From an optimization exercise on the open Yosys and OpenROAD flow, aimed at a short achievable clock period and few clock cycles per item; shortcuts taken in it are not production practice.
The RTL of this run was laid out without a check of its function.
No activity file was given, so power comes from the tool's default toggle rates.

--- design/flow/run.sh ---
#!/bin/bash
# synth_recipe.tcl (not shown) runs the flow's synth.tcl, then flattens the netlist and writes it again
# the make line also repeats each setting of config.mk as NAME=value (left out here)
make -C /OpenROAD-flow-scripts/flow DESIGN_CONFIG=/design/flow/config.mk WORK_HOME=/design/flow/orfs CLKGATE_MAP_FILE= SYNTH_SCRIPT=/design/flow/synth_recipe.tcl finish
--- design/flow/config.mk ---
export PLATFORM = sky130hd
export DESIGN_NAME = rv_core
export DESIGN_NICKNAME = rv_core
export VERILOG_FILES = /design/flow/design.v
export SDC_FILE = /design/flow/constraint.sdc
export NUM_CORES = 4
export LEC_CHECK = 0
export CAP_MARGIN = 20
export CORE_MARGIN = 2
export CORE_UTILIZATION = 30
export SETUP_SLACK_MARGIN = 2.0
export SLEW_MARGIN = 20
--- design/flow/constraint.sdc ---
create_clock -name core_clock -period 7.5 [get_ports {clk}]
set_input_delay 1.5000 -clock core_clock [delete_from_list [all_inputs] [get_ports {clk}]]
set_output_delay 1.5000 -clock core_clock [all_outputs]
set_load 0.01 [all_outputs]
--- design/flow/design.v ---
`default_nettype none
package rv_pkg;
    localparam int AW = 6;   
    localparam int NS = 3;   
    localparam logic [6:0] OP_R      = 7'b0110011;
    localparam logic [6:0] OP_I      = 7'b0010011;
    localparam logic [6:0] OP_LUI    = 7'b0110111;
    localparam logic [6:0] OP_AUIPC  = 7'b0010111;
    localparam logic [6:0] OP_BRANCH = 7'b1100011;
    localparam logic [6:0] OP_JAL    = 7'b1101111;
    localparam logic [6:0] OP_JALR   = 7'b1100111;
    localparam int A_ADD  = 0;
    localparam int A_SUB  = 1;
    localparam int A_SLL  = 2;
    localparam int A_SLT  = 3;
    localparam int A_SLTU = 4;
    localparam int A_XOR  = 5;
    localparam int A_SR   = 6;   
    localparam int A_OR   = 7;
    localparam int A_AND  = 8;
    localparam int A_PASS = 9;   
    localparam int NA     = 10;
endpackage
`default_nettype wire
`default_nettype none
module rv_fetch (
    input  logic [rv_pkg::AW-1:0]                       p,
    input  logic [63:0]                                 p_oh,
    input  logic [rv_pkg::NS-1:0][31:0]                 w,
    input  logic [rv_pkg::NS-1:0][2:0]                  cls,
    input  logic [rv_pkg::NS-1:0][rv_pkg::AW-1:0]       tgt,
    output logic [rv_pkg::NS-1:0]                       wen,
    output logic [rv_pkg::NS-1:0][4:0]                  rd,
    output logic [rv_pkg::NS-1:0][4:0]                  rs1,
    output logic [rv_pkg::NS-1:0][4:0]                  rs2,
    output logic [rv_pkg::NS-1:0][31:0]                 rs1_oh,
    output logic [rv_pkg::NS-1:0][31:0]                 rs2_oh,
    output logic [rv_pkg::NS-1:0]                       use2,
    output logic [rv_pkg::NS-1:0][rv_pkg::NA-1:0]       alu,
    output logic [rv_pkg::NS-1:0]                       sra,
    output logic [rv_pkg::NS-1:0][31:0]                 k,
    output logic [rv_pkg::NS-1:0]                       br,
    output logic [rv_pkg::NS-1:0]                       after,    
    output logic [rv_pkg::NS-1:0][2:0]                  f3,
    output logic                                        jalr,
    output logic [rv_pkg::NS-1:0]                       jslot,
    output logic [7:0]                                  jimm,
    output logic [rv_pkg::AW-1:0]                       nt,
    output logic [rv_pkg::AW-1:0]                       nn,
    output logic [63:0]                                 nt_oh,
    output logic [63:0]                                 nn_oh
);
    localparam int NS = rv_pkg::NS;
    localparam int AW = rv_pkg::AW;
    logic [NS-1:0]       d_wen;
    logic [NS-1:0]       d_br;
    function automatic logic [63:0] rot(input logic [63:0] v, input int n);
        rot = (v << n) | (v >> (64 - n));
    endfunction
    for (genvar s = 0; s < NS; s++) begin : g_dec
        rv_decode i_dec (
            .w       (w[s]),
            .addr    (p + AW'(s)),
            .wen     (d_wen[s]),
            .rd      (rd[s]),
            .rs1     (rs1[s]),
            .rs2     (rs2[s]),
            .use_rs2 (use2[s]),
            .alu     (alu[s]),
            .sra     (sra[s]),
            .k       (k[s]),
            .br      (d_br[s]),
            .f3      (f3[s])
        );
        for (genvar r = 0; r < 32; r++) begin : g_oh
            assign rs1_oh[s][r] = (r != 0) && (rs1[s] == 5'(r));
            assign rs2_oh[s][r] = (r != 0) && (rs2[s] == 5'(r));
        end
    end
    always_comb begin
        logic cut;
        logic hasbr;
        cut   = 1'b0;
        hasbr = 1'b0;
        jalr  = 1'b0;
        jslot = '0;
        jimm  = '0;
        nt    = p + AW'(NS);
        nn    = p + AW'(NS);
        nt_oh = rot(p_oh, NS);
        nn_oh = rot(p_oh, NS);
        for (int s = 0; s < NS; s++) begin
            if (!cut && hasbr && cls[s][0]) begin
                cut   = 1'b1;
                nn    = p + AW'(s);
                nn_oh = rot(p_oh, s);
            end
            wen[s]   = d_wen[s] && !cut;
            br[s]    = d_br[s] && !cut;
            after[s] = hasbr && !cut;
            if (!cut && cls[s][0]) begin
                hasbr = 1'b1;
                nt    = tgt[s];
                nt_oh = 64'd1 << tgt[s];
            end else if (!cut && cls[s] != 3'b000) begin
                cut      = 1'b1;
                jalr     = cls[s][2];
                jslot[s] = cls[s][2];
                jimm     = w[s][27:20];
                nn       = tgt[s];
                nn_oh    = 64'd1 << tgt[s];
            end
        end
    end
endmodule
`default_nettype wire
`default_nettype none
module rv_decode (
    input  logic [31:0]             w,
    input  logic [rv_pkg::AW-1:0]   addr,
    output logic                    wen,      
    output logic [4:0]              rd,
    output logic [4:0]              rs1,
    output logic [4:0]              rs2,
    output logic                    use_rs2,  
    output logic [rv_pkg::NA-1:0]   alu,
    output logic                    sra,
    output logic [31:0]             k,        
    output logic                    br,       
    output logic [2:0]              f3
);
    logic [6:0] op;
    logic       isr, isi;
    assign op      = w[6:0];
    assign isr     = (op == rv_pkg::OP_R);
    assign isi     = (op == rv_pkg::OP_I);
    assign rd      = w[11:7];
    assign rs1     = w[19:15];
    assign rs2     = w[24:20];
    assign f3      = w[14:12];
    assign br      = (op == rv_pkg::OP_BRANCH);
    assign use_rs2 = isr || (op == rv_pkg::OP_BRANCH);
    assign wen     = (w[11:7] != 5'd0) &&
                     (isr || isi || op == rv_pkg::OP_LUI || op == rv_pkg::OP_AUIPC ||
                      op == rv_pkg::OP_JAL || op == rv_pkg::OP_JALR);
    assign sra     = w[30];
    always_comb begin
        alu = '0;
        if (isr || isi) begin
            case (w[14:12])
                3'd0: begin
                    alu[rv_pkg::A_ADD] = !(isr && w[30]);
                    alu[rv_pkg::A_SUB] = isr && w[30];
                end
                3'd1: alu[rv_pkg::A_SLL]  = 1'b1;
                3'd2: alu[rv_pkg::A_SLT]  = 1'b1;
                3'd3: alu[rv_pkg::A_SLTU] = 1'b1;
                3'd4: alu[rv_pkg::A_XOR]  = 1'b1;
                3'd5: alu[rv_pkg::A_SR]   = 1'b1;
                3'd6: alu[rv_pkg::A_OR]   = 1'b1;
                default: alu[rv_pkg::A_AND] = 1'b1;
            endcase
        end else begin
            alu[rv_pkg::A_PASS] = 1'b1;
        end
    end
    always_comb begin
        case (op)
            rv_pkg::OP_LUI:   k = {w[31:12], 12'b0};
            rv_pkg::OP_AUIPC: k = {w[31:12], {(10-rv_pkg::AW){1'b0}}, addr, 2'b00};
            rv_pkg::OP_JAL, rv_pkg::OP_JALR:
                              k = {{(29-rv_pkg::AW){1'b0}}, {1'b0, addr} + 7'd1, 2'b00};
            default:          k = {{20{w[31]}}, w[31:20]};
        endcase
    end
endmodule
`default_nettype wire
`default_nettype none
module rv_core #(
    parameter int IMEM_DEPTH = 64
) (
    input  logic                          clk,
    input  logic                          rst,
    input  logic                          run,
    input  logic                          imem_we,
    input  logic [$clog2(IMEM_DEPTH)-1:0] imem_addr,
    input  logic [31:0]                   imem_wdata,
    input  logic [4:0]                    dbg_addr,
    output logic [31:0]                   dbg_data
);
    localparam int AW = rv_pkg::AW;
    localparam int NS = rv_pkg::NS;
    localparam int NA = rv_pkg::NA;
    logic [31:0]   m_raw [0:IMEM_DEPTH-1];
    logic [2:0]    m_cls [0:IMEM_DEPTH-1];
    logic [AW-1:0] m_tgt [0:IMEM_DEPTH-1];
    logic [6:0]    w_op;
    logic [2:0]    w_cls;
    logic [7:0]    w_off;
    assign w_op  = imem_wdata[6:0];
    assign w_cls = {w_op == rv_pkg::OP_JALR, w_op == rv_pkg::OP_JAL, w_op == rv_pkg::OP_BRANCH};
    assign w_off = (w_op == rv_pkg::OP_JAL) ? {imem_wdata[27:21], 1'b0}
                                            : {imem_wdata[27:25], imem_wdata[11:8], 1'b0};
    always_ff @(posedge clk) begin
        if (imem_we && !run) begin
            m_raw[imem_addr] <= imem_wdata;
            m_cls[imem_addr] <= w_cls;
            m_tgt[imem_addr] <= imem_addr + w_off[7:2];
        end
    end
    logic [31:0] regs [1:31];
    logic [3:0]  dbg_lo;
    logic [7:0]  dbg_hi;
    logic [31:0] dbg_oh;
    always_comb begin
        for (int i = 0; i < 4; i++) dbg_lo[i] = (dbg_addr[1:0] == 2'(i));
        for (int i = 0; i < 8; i++) dbg_hi[i] = (dbg_addr[4:2] == 3'(i));
        for (int r = 0; r < 32; r++) dbg_oh[r] = dbg_hi[r / 4] & dbg_lo[r % 4];
        dbg_data = '0;
        for (int r = 1; r < 32; r++) dbg_data = dbg_data | ({32{dbg_oh[r]}} & regs[r]);
    end
    logic [NS-1:0]       w_we;
    logic [NS-1:0][4:0]  w_rd;
    logic [NS-1:0][31:0] w_res;
    always_ff @(posedge clk) begin
        for (int r = 1; r < 32; r++) begin
            if (rst) begin
                regs[r] <= '0;
            end else begin
                for (int s = 0; s < NS; s++) begin
                    if (w_we[s] && w_rd[s] == 5'(r)) regs[r] <= w_res[s];
                end
            end
        end
    end
    logic [NS-1:0]         x_wen;
    logic [NS-1:0][4:0]    x_rd;
    logic [NS-1:0][31:0]   x_rs1;    
    logic [NS-1:0][31:0]   x_rs2;
    logic [NS-1:0][NS-1:0] x_by1;    
    logic [NS-1:0][NS-1:0] x_by2;
    logic [NS-1:0]         x_use2;
    logic [NS-1:0][NA-1:0] x_alu;
    logic [NS-1:0]         x_sra;
    logic [NS-1:0][31:0]   x_k;
    logic [NS-1:0]         x_br;
    logic [NS-1:0]         x_after;  
    logic [NS-1:0][2:0]    x_f3;
    logic                  x_jalr;
    logic [NS-1:0]         x_jslot;
    logic [7:0]            x_jimm;
    logic [AW-1:0]         x_nt;
    logic [AW-1:0]         x_nn;
    logic [63:0]           x_nt_oh;
    logic [63:0]           x_nn_oh;
    logic [NS-1:0][31:0] x_a;
    logic [NS-1:0][31:0] x_b;
    logic [NS-1:0][31:0] x_res;
    logic [NS-1:0]       x_cond;
    logic                x_tk;     
    logic [7:0]          x_jsum;   
    always_comb begin
        for (int s = 0; s < NS; s++) begin
            logic [31:0] r2;
            x_a[s] = '0;
            r2     = '0;
            for (int r = 1; r < 32; r++) begin
                x_a[s] = x_a[s] | ({32{x_rs1[s][r]}} & regs[r]);
                r2     = r2     | ({32{x_rs2[s][r]}} & regs[r]);
            end
            for (int k = 0; k < NS; k++) begin
                x_a[s] = x_a[s] | ({32{x_by1[s][k]}} & w_res[k]);
                r2     = r2     | ({32{x_by2[s][k]}} & w_res[k]);
            end
            x_b[s] = x_use2[s] ? r2 : x_k[s];
        end
    end
    for (genvar s = 0; s < NS; s++) begin : g_alu
        logic [31:0] a, b, sum, dif, sl, sr;
        logic        eq, ltu, lt;
        assign a = x_a[s];
        assign b = x_b[s];
        logic [31:0] lt0, eq0;
        logic [15:0] lt1, eq1;
        logic [7:0]  lt2, eq2;
        logic [3:0]  lt3, eq3;
        logic [1:0]  lt4, eq4;
        assign lt0 = ~a & b;
        assign eq0 = ~(a ^ b);
        for (genvar i = 0; i < 16; i++) begin : g_c1
            assign lt1[i] = lt0[2*i+1] | (eq0[2*i+1] & lt0[2*i]);
            assign eq1[i] = eq0[2*i+1] & eq0[2*i];
        end
        for (genvar i = 0; i < 8; i++) begin : g_c2
            assign lt2[i] = lt1[2*i+1] | (eq1[2*i+1] & lt1[2*i]);
            assign eq2[i] = eq1[2*i+1] & eq1[2*i];
        end
        for (genvar i = 0; i < 4; i++) begin : g_c3
            assign lt3[i] = lt2[2*i+1] | (eq2[2*i+1] & lt2[2*i]);
            assign eq3[i] = eq2[2*i+1] & eq2[2*i];
        end
        for (genvar i = 0; i < 2; i++) begin : g_c4
            assign lt4[i] = lt3[2*i+1] | (eq3[2*i+1] & lt3[2*i]);
            assign eq4[i] = eq3[2*i+1] & eq3[2*i];
        end
        assign ltu = lt4[1] | (eq4[1] & lt4[0]);
        assign eq  = eq4[1] & eq4[0];
        assign lt  = (a[31] ^ b[31]) ? a[31] : ltu;
        assign sum = a + b;
        assign dif = a - b;
        assign sl  = a << b[4:0];
        assign sr  = 32'($signed({x_sra[s] & a[31], a}) >>> b[4:0]);
        assign x_res[s] = ({32{x_alu[s][rv_pkg::A_ADD]}}  & sum) |
                          ({32{x_alu[s][rv_pkg::A_SUB]}}  & dif) |
                          ({32{x_alu[s][rv_pkg::A_SLL]}}  & sl) |
                          ({32{x_alu[s][rv_pkg::A_SLT]}}  & {31'b0, lt}) |
                          ({32{x_alu[s][rv_pkg::A_SLTU]}} & {31'b0, ltu}) |
                          ({32{x_alu[s][rv_pkg::A_XOR]}}  & (a ^ b)) |
                          ({32{x_alu[s][rv_pkg::A_SR]}}   & sr) |
                          ({32{x_alu[s][rv_pkg::A_OR]}}   & (a | b)) |
                          ({32{x_alu[s][rv_pkg::A_AND]}}  & (a & b)) |
                          ({32{x_alu[s][rv_pkg::A_PASS]}} & x_k[s]);
        assign x_cond[s] = x_br[s] &
                           ((x_f3[s][2] ? (x_f3[s][1] ? ltu : lt) : eq) ^ x_f3[s][0]);
    end
    assign x_tk = |x_cond;
    always_comb begin
        logic [7:0] ja;
        ja = '0;
        for (int s = 0; s < NS; s++) ja = ja | ({8{x_jslot[s]}} & x_a[s][7:0]);
        x_jsum = ja + x_jimm;
    end
    logic stop;
    assign stop = rst || !run;
    always_ff @(posedge clk) begin
        for (int s = 0; s < NS; s++) begin
            w_we[s]  <= !stop && x_wen[s] && !(x_tk && x_after[s]);
            w_rd[s]  <= x_rd[s];
            w_res[s] <= x_res[s];
        end
    end
    localparam int NC = 3;
    logic [NC-1:0][AW-1:0]         f_p;
    logic [NC-1:0][63:0]           f_p_oh;
    logic [NC-1:0][NS-1:0][31:0]   f_w;
    logic [NC-1:0][NS-1:0][2:0]    f_cls;
    logic [NC-1:0][NS-1:0][AW-1:0] f_tgt;
    logic [NC-1:0][NS-1:0]         f_wen;
    logic [NC-1:0][NS-1:0][4:0]    f_rd;
    logic [NC-1:0][NS-1:0][4:0]    f_rs1b;
    logic [NC-1:0][NS-1:0][4:0]    f_rs2b;
    logic [NC-1:0][NS-1:0][31:0]   f_rs1oh;
    logic [NC-1:0][NS-1:0][31:0]   f_rs2oh;
    logic [NC-1:0][NS-1:0][31:0]   f_rs1;
    logic [NC-1:0][NS-1:0][31:0]   f_rs2;
    logic [NC-1:0][NS-1:0][NS-1:0] f_by1;
    logic [NC-1:0][NS-1:0][NS-1:0] f_by2;
    logic [NC-1:0][NS-1:0]         f_use2;
    logic [NC-1:0][NS-1:0][NA-1:0] f_alu;
    logic [NC-1:0][NS-1:0]         f_sra;
    logic [NC-1:0][NS-1:0][31:0]   f_k;
    logic [NC-1:0][NS-1:0]         f_br;
    logic [NC-1:0][NS-1:0]         f_after;
    logic [NC-1:0][NS-1:0][2:0]    f_f3;
    logic [NC-1:0]                 f_jalr;
    logic [NC-1:0][NS-1:0]         f_jslot;
    logic [NC-1:0][7:0]            f_jimm;
    logic [NC-1:0][AW-1:0]         f_nt;
    logic [NC-1:0][AW-1:0]         f_nn;
    logic [NC-1:0][63:0]           f_nt_oh;
    logic [NC-1:0][63:0]           f_nn_oh;
    assign f_p[0]    = x_nt;
    assign f_p[1]    = x_nn;
    assign f_p[2]    = '0;
    assign f_p_oh[0] = x_nt_oh;
    assign f_p_oh[1] = x_nn_oh;
    assign f_p_oh[2] = 64'd1;
    for (genvar c = 0; c < NC; c++) begin : g_cand
        for (genvar s = 0; s < NS; s++) begin : g_word
            if (c == 2) begin : g_fixed
                assign f_w[c][s]   = m_raw[s];
                assign f_cls[c][s] = m_cls[s];
                assign f_tgt[c][s] = m_tgt[s];
            end else begin : g_read
                logic [63:0]   oh;
                logic [31:0]   rw;
                logic [2:0]    rc;
                logic [AW-1:0] rt;
                assign oh = (f_p_oh[c] << s) | (f_p_oh[c] >> (64 - s));
                always_comb begin
                    rw = '0;
                    rc = '0;
                    rt = '0;
                    for (int i = 0; i < IMEM_DEPTH; i++) begin
                        rw = rw | ({32{oh[i]}} & m_raw[i]);
                        rc = rc | ({3{oh[i]}}  & m_cls[i]);
                        rt = rt | ({AW{oh[i]}} & m_tgt[i]);
                    end
                end
                assign f_w[c][s]   = rw;
                assign f_cls[c][s] = rc;
                assign f_tgt[c][s] = rt;
            end
        end
        rv_fetch i_group (
            .p      (f_p[c]),
            .p_oh   (f_p_oh[c]),
            .w      (f_w[c]),
            .cls    (f_cls[c]),
            .tgt    (f_tgt[c]),
            .wen    (f_wen[c]),
            .rd     (f_rd[c]),
            .rs1    (f_rs1b[c]),
            .rs2    (f_rs2b[c]),
            .rs1_oh (f_rs1oh[c]),
            .rs2_oh (f_rs2oh[c]),
            .use2   (f_use2[c]),
            .alu    (f_alu[c]),
            .sra    (f_sra[c]),
            .k      (f_k[c]),
            .br     (f_br[c]),
            .after  (f_after[c]),
            .f3     (f_f3[c]),
            .jalr   (f_jalr[c]),
            .jslot  (f_jslot[c]),
            .jimm   (f_jimm[c]),
            .nt     (f_nt[c]),
            .nn     (f_nn[c]),
            .nt_oh  (f_nt_oh[c]),
            .nn_oh  (f_nn_oh[c])
        );
        always_comb begin
            for (int s = 0; s < NS; s++) begin
                logic h1, h2;
                h1 = 1'b0;
                h2 = 1'b0;
                for (int k = NS - 1; k >= 0; k--) begin
                    f_by1[c][s][k] = (c != 2) && !h1 && x_wen[k] && !(c == 0 && x_after[k]) &&
                                     (x_rd[k] == f_rs1b[c][s]);
                    f_by2[c][s][k] = (c != 2) && !h2 && x_wen[k] && !(c == 0 && x_after[k]) &&
                                     (x_rd[k] == f_rs2b[c][s]);
                    h1 = h1 | f_by1[c][s][k];
                    h2 = h2 | f_by2[c][s][k];
                end
                f_rs1[c][s] = h1 ? 32'd0 : f_rs1oh[c][s];
                f_rs2[c][s] = h2 ? 32'd0 : f_rs2oh[c][s];
            end
        end
    end
    logic [1:0] sel;
    assign sel = stop ? 2'd2 : (x_tk ? 2'd0 : 2'd1);
    always_ff @(posedge clk) begin
        if (!stop && !x_tk && x_jalr) begin
            x_wen   <= '0;
            x_br    <= '0;
            x_jalr  <= 1'b0;
            x_nt    <= x_jsum[7:2];
            x_nn    <= x_jsum[7:2];
            x_nt_oh <= 64'd1 << x_jsum[7:2];
            x_nn_oh <= 64'd1 << x_jsum[7:2];
        end else begin
            x_wen   <= f_wen[sel];
            x_rd    <= f_rd[sel];
            x_rs1   <= f_rs1[sel];
            x_rs2   <= f_rs2[sel];
            x_by1   <= f_by1[sel];
            x_by2   <= f_by2[sel];
            x_use2  <= f_use2[sel];
            x_alu   <= f_alu[sel];
            x_sra   <= f_sra[sel];
            x_k     <= f_k[sel];
            x_br    <= f_br[sel];
            x_after <= f_after[sel];
            x_f3    <= f_f3[sel];
            x_jalr  <= f_jalr[sel];
            x_jslot <= f_jslot[sel];
            x_jimm  <= f_jimm[sel];
            x_nt    <= f_nt[sel];
            x_nn    <= f_nn[sel];
            x_nt_oh <= f_nt_oh[sel];
            x_nn_oh <= f_nn_oh[sel];
        end
    end
endmodule
`default_nettype wire
==> run summary <==
[metrics by stage]
step                      total power, uW  instance area, um2
after global placement              75190              384000
after detailed placement            74560              384500
after CTS                          104000              407000
after floorplan                     46450              339600
[routing by layer]
metal | GRT overflow | global-route usage (%)
met1 | 32 | 77.01
met2 | 478 | 89.74
met3 | 25 | 67.40
met4 | 348 | 75.52
met5 | 0 | 43.31
[timing repair]
action	4_1_cts
hold endpoints to repair	0
buffers inserted	163
resized for setup	304
gates cloned	19
pin swaps	74
endpoints found under the setup margin	1005
[worst min path at each step]
stage                             from            to  slack (ps)
after detailed placement   regs[3][30]   regs[3][30]         490
after CTS                  regs[3][30]   regs[3][30]         500
after floorplan                x_rd[9]       w_rd[9]         350
after global placement    regs[25][27]  regs[25][27]         480
[cells in the mapped netlist, types with 242 or more instances]
library cell,number
nand3_1,595
edfxtp_1,2997
inv_1,401
clkbuf_1,3705
nand4_1,1649
o21ai_0,747
nor2_1,3134
a22oi_1,3913
buf_1,1101
a22o_1,3851
nand2_1,1511
ha_1,401
nor3_1,420
a221oi_1,3994
dfxtp_1,1253
a211oi_1,1134
or4_1,266
a21oi_1,1735
a222oi_1,242
mux2i_1,1558
buf_2,572
[logic make-up after synthesis]
kind of cell             after synthesis  share of synthesized area [%]
AND/OR/NAND/NOR                     8762                          12.67
multiplexers                        1585                          4.688
XOR/XNOR                             247                         0.6379
adder cells (fa/ha/maj)              408                          1.521
buffers and inverters               5966                          6.887
AO/OA/AOI/OAI                      17240                          39.66
flip-flops                          4250                          33.93
[power groups by stage]
stage	Sequential, uW	Combinational [uW]	Clock [uW]
after global placement	29600	45600	0
after CTS	28900	45800	29400
after floorplan	26600	19900	0
after detailed placement	29500	45100	0
==> results.sh <==
export IMPL_synth_yosys_seq_area_share_pct=33.93
export IMPL_placement_io_buffers=78
export IMPL_flow_first_error="[ERROR GRT-0116] Global routing finished with congestion. Check the congestion regions in the DRC Viewer."
export IMPL_mappedNetlistNets=38910
export IMPL_synth_warning_count=4
export IMPL_ys_seq_elements=4250
export IMPL_cts_sinks=4250
export IMPL_number_of_buffers_created_by_cts=573
export IMPL_avgSynthCellArea_um2=8.819
export IMPL_asr_flop_ratio_synth_pct=0
export IMPL_ys_dominant_reg_cell="edfxtp_1"
export IMPL_detailed_place_hpwl_um=2963000
export IMPL_groute_usage_overall_pct=77.35
export IMPL_largest_buffer_count_on_any_clock_path=5
export IMPL_htree_depth=6
export IMPL_ctsRootBufferMaster="clkbuf_16"
export IMPL_synth_cell_area_um2=339100
export IMPL_globalRoute_totalOverflow=883
export IMPL_netlist_top_cells_area="edfxtp_1, a221oi_1, a22o_1, a22oi_1, dfxtp_1"
export IMPL_start_util_pct=30.09
export IMPL_chipHeight_um=1067
export IMPL_die_x_um=1067
export IMPL_global_route_wire_length_before_repair_um=5857000
export IMPL_synth_edff_count=2997
export IMPL_post_synth_num_cell_types=100
export IMPL_floorplan_io_pins=79
export IMPL_num_rows=390
export IMPL_synthDominantCellAreaShare_pct=26.54
export IMPL_place_inst=52550
export IMPL_first_global_vias=491700
export IMPL_place_worst_setup_slack_ps=-1332
export IMPL_hold_buffers=0
export IMPL_run_status="aborted with a tool error"
export IMPL_largest_net_degree_at_the_start_of_global_routing=149
export IMPL_lastStage="global routing (5_1_grt)"
export IMPL_post_synth_top_area_cell="edfxtp_1"
export IMPL_place_gp_congestion=1.299
export IMPL_postSynthCellCount=38460
